What follows belongs to an exercise in optimizing a design on an open flow for small area; a production flow would make more cautious choices.
Function was checked by simulation only, so behaviour that the tests miss may differ from the original.

Design snake_top, start of the top module:
module snake_top (
    input  logic        clk25,
    input  logic        rst_n,
    input  logic        key_strobe,
    input  logic [7:0]  key_code,
    input  logic        step,
    input  logic [19:0] pix,
    output logic [11:0] rgb,
    output logic [12:0] head,
    output logic [12:0] apple,
    output logic [6:0]  score,
    output logic        dead
);
Size: roughly 8100 µm² of cells after synthesis.
clock: 10.0 ns
lec_check: 0
abc_area: 1
cap_margin: 20
core_margin: 2
core_utilization: 40
cts_buf_list: sky130_fd_sc_hd__clkbuf_8
gpl_timing_driven: 0
place_density: 0.6
slew_margin: 20
standard.sh (not shown) runs the stock make flow with config.mk's settings and CLKGATE_MAP_FILE= SYNTH_SCRIPT=/design/flow/synth_recipe.tcl, a recipe that flattens the netlist after the stock synthesis.
==> flow/flow/run.sh <==
#!/bin/bash
# ORFS layout through standard.sh, with these changes to how it is made:
#  - synthesis: ABC maps the pixel path (pix -> rgb registers) for delay and
#    everything else for area (abc_pix.script, abc_area.script, ABC_AREA 1);
#  - port buffers are buf_1 cells;
#  - CTS inserts no dummy loads.
set -uo pipefail
rm -rf scripts_mod
cp -r "$FLOW_HOME/scripts" scripts_mod
cp flow/abc_area.script flow/abc_pix.script scripts_mod/
python3 flow/patch_synth.py scripts_mod/synth.tcl > patch.log 2>&1 || exit 1
export SCRIPTS_DIR=$PWD/scripts_mod
export BUFFER_PORTS_ARGS="-buffer_cell sky130_fd_sc_hd__buf_1"
export CTS_ARGS="-sink_clustering_enable -repair_clock_nets -dont_use_dummy_load"
bash standard.sh > standard.log 2>&1
==> flow/flow/abc_area.script <==
strash
dch
amap
topo
stime -c
==> flow/flow/abc_pix.script <==
strash
dch
map -D 2000
topo
==> flow/flow/patch_synth.py <==
# Patch a copy of ORFS's synth.tcl: map the logic in the pixel input's cone
# (pix -> rgb registers) with a delay-driven ABC script first, then the rest
# with the area script.
import sys
p = sys.argv[1]
s = open(p).read()
old = "  log_cmd abc {*}$abc_args\n"
new = '''  set a_pix [lreplace $abc_args 1 1 $::env(SCRIPTS_DIR)/abc_pix.script]
  select -set pixl w:pix %co* t:sky130_fd_sc_hd__* %d
  log_cmd abc {*}$a_pix @pixl
  select -clear
  log_cmd abc {*}$abc_args
'''
assert s.count(old) == 1
open(p, 'w').write(s.replace(old, new))
The starting point went through all stages and came out clean.
Then changed:
- CTS_BUF_LIST: sky130_fd_sc_hd__clkbuf_8 -> default
- GPL_TIMING_DRIVEN: 0 -> default
Result: Design area came out lower by 2.0%; wire length is lower by 0.97%; clock skew climbs by 0.0051 ns; clock-buffer cell count does not change.

snake_top, a different RTL version from the one above (not shown whole).
Size in the first run: roughly 1000 cells after synthesis, roughly 79 flip-flops, ~78 I/O pins.
==> flow/config.mk <==
export PLATFORM = sky130hd
export DESIGN_NAME = snake_top
export DESIGN_NICKNAME = snake_top
export VERILOG_FILES = /design/flow/design.v
export SDC_FILE = /design/flow/constraint.sdc
export NUM_CORES = 4
export LEC_CHECK = 0
export ABC_AREA = 1
export CAP_MARGIN = 0
export CORE_MARGIN = 2
export CORE_UTILIZATION = 40
export GPL_TIMING_DRIVEN = 0
export PLACE_DENSITY = 0.6
export SETUP_SLACK_MARGIN = -0.15
export SLEW_MARGIN = 0
==> flow/constraint.sdc <==
create_clock -name core_clock -period 10.0 [get_ports {clk25}]
set_input_delay 2.0000 -clock core_clock [delete_from_list [all_inputs] [get_ports {clk25}]]
set_output_delay 2.0000 -clock core_clock [all_outputs]
set_load 0.01 [all_outputs]
==> flow/flow/run.sh <==
#!/bin/bash
# ORFS layout through standard.sh, with these changes to how it is made:
#  - synthesis: ABC maps the pixel path (pix -> rgb registers) for delay and
#    everything else for area (abc_pix.script, abc_area.script, ABC_AREA 1);
#  - port buffers are buf_1 cells;
#  - CTS inserts no dummy loads and uses clkbuf_4/clkbuf_8 buffers;
#  - half-adder cells are added to the platform's don't-use list, so ABC
#    maps those sums and carries with the logic around them.
set -uo pipefail
rm -rf scripts_mod
cp -r "$FLOW_HOME/scripts" scripts_mod
cp flow/abc_area.script flow/abc_pix.script scripts_mod/
python3 flow/patch_synth.py scripts_mod/synth.tcl > patch.log 2>&1 || exit 1
export SCRIPTS_DIR=$PWD/scripts_mod
export BUFFER_PORTS_ARGS="-buffer_cell sky130_fd_sc_hd__buf_1"
export CTS_ARGS="-sink_clustering_enable -repair_clock_nets -dont_use_dummy_load -buf_list {sky130_fd_sc_hd__clkbuf_4 sky130_fd_sc_hd__clkbuf_8} -root_buf sky130_fd_sc_hd__clkbuf_8"
DU=$(sed -n '/DONT_USE_CELLS/,/^$/p' "$FLOW_HOME/platforms/$FLOW_PLATFORM/config.mk" | tr -d '\\' | sed 's/export DONT_USE_CELLS += //' | tr -s ' \n' ' ')
echo "DONT_USE_CELLS=$DU" > dont_use.log
bash standard.sh "DONT_USE_CELLS=$DU sky130_fd_sc_hd__ha_1 sky130_fd_sc_hd__ha_2 sky130_fd_sc_hd__ha_4" finish > standard.log 2>&1
==> flow/flow/abc_pix.script <==
strash
dch
map -D 2400
topo
Scripts as last shown in full above: flow/flow/abc_area.script, flow/flow/patch_synth.py
Rerun with:
==> flow/flow/abc_pix.script (replaced) <==
strash
dch
map -D 2000
topo
Result: Clock-buffer cell count stays the same. Hold slack barely changes. Worst setup slack gains 0.047 ns. Final cell count climbs by 1.6%. Sequential share of layout area fell by 0.51 points. Maximum frequency increases by 0.50%. Synthesized cell count is higher by 1.9%. Via count grows by 0.89%. Die area increases by 2.8%.
Rerun with:
SETUP_SLACK_MARGIN = 0   (was -0.15)
Count of clock-buffer cells in the layout stays the same.
Final area increases by 1.1%.
Utilization increases by 0.51 points.
Rerun with:
==> flow/flow/run.sh (replaced) <==
#!/bin/bash
# ORFS layout through standard.sh, with these changes to how it is made:
#  - synthesis: ABC maps the pixel path (pix -> rgb registers) for delay and
#    everything else for area (abc_pix.script, abc_area.script, ABC_AREA 1);
#  - port buffers are buf_1 cells;
#  - CTS inserts no dummy loads and uses clkbuf_4/clkbuf_8 buffers.
set -uo pipefail
rm -rf scripts_mod
cp -r "$FLOW_HOME/scripts" scripts_mod
cp flow/abc_area.script flow/abc_pix.script scripts_mod/
python3 flow/patch_synth.py scripts_mod/synth.tcl > patch.log 2>&1 || exit 1
export SCRIPTS_DIR=$PWD/scripts_mod
export BUFFER_PORTS_ARGS="-buffer_cell sky130_fd_sc_hd__buf_1"
export CTS_ARGS="-sink_clustering_enable -repair_clock_nets -dont_use_dummy_load -buf_list {sky130_fd_sc_hd__clkbuf_4 sky130_fd_sc_hd__clkbuf_8} -root_buf sky130_fd_sc_hd__clkbuf_8"
bash standard.sh > standard.log 2>&1
SETUP_SLACK_MARGIN = -0.15   (was 0)
=> The new run completed without violations; setup slack loses 0.48 ns; sequential share of layout area came out lower by 0.91 points; utilization grows by 0.22 points; routed wire length went up by 4.1%; maximum frequency fell by 4.9%.
Rerun with:
SETUP_SLACK_MARGIN = -0.22   (was -0.15)
Wire length stays flat. Synthesized cell count is unchanged. Sequential share of layout area hardly moves. First-iteration DRC count decreases slightly. Design area is about the same.

## what the ideal ports hide
The results above use ideal ports. As a check the final layouts listed here were re-extracted and re-timed, cells and wires unchanged. Step 1 sets driving cells, clkbuf_16 on the clock port and buf_2 on the other inputs (assumed; they add their load-dependent delay and slew). Step 2, shift: input delay + t, output delay - t, t = (earliest + latest rising clock arrival at the registers) / 2. This alone moves slack from input paths to output paths. a / b / c = no drivers / after step 1 / after step 2; a / b = the first two.
run | t (ns) | slack for setup (ns) | worst setup path at the end
the first run of note 1 | 0.381 | 0.494 / 0.453 / 0.395 | input to register
the second run of note 1 | 0.389 | 0.353 / 0.310 / 0.550 | input to register
the first run of note 2 | 0.413 | 0.581 / 0.546 / 0.181 | input to register
the second run of note 2 | 0.396 | 0.628 / 0.591 / 0.305 | input to register
the third run of note 2 | 0.400 | 0.758 / 0.721 / 0.438 | input to register
the fourth run of note 2 | 0.410 | 0.277 / 0.295 / -0.115 | input to register
the fifth run of note 2 | 0.412 | 0.256 / 0.274 / -0.138 | input to register
With both steps, setup timing fails in the fourth run of note 2 and the fifth run of note 2, where it was met with ideal ports. For the first run of note 2, which loses most, drivers alone change the setup slack by -0.035 ns; drivers and shift together by -0.400 ns.
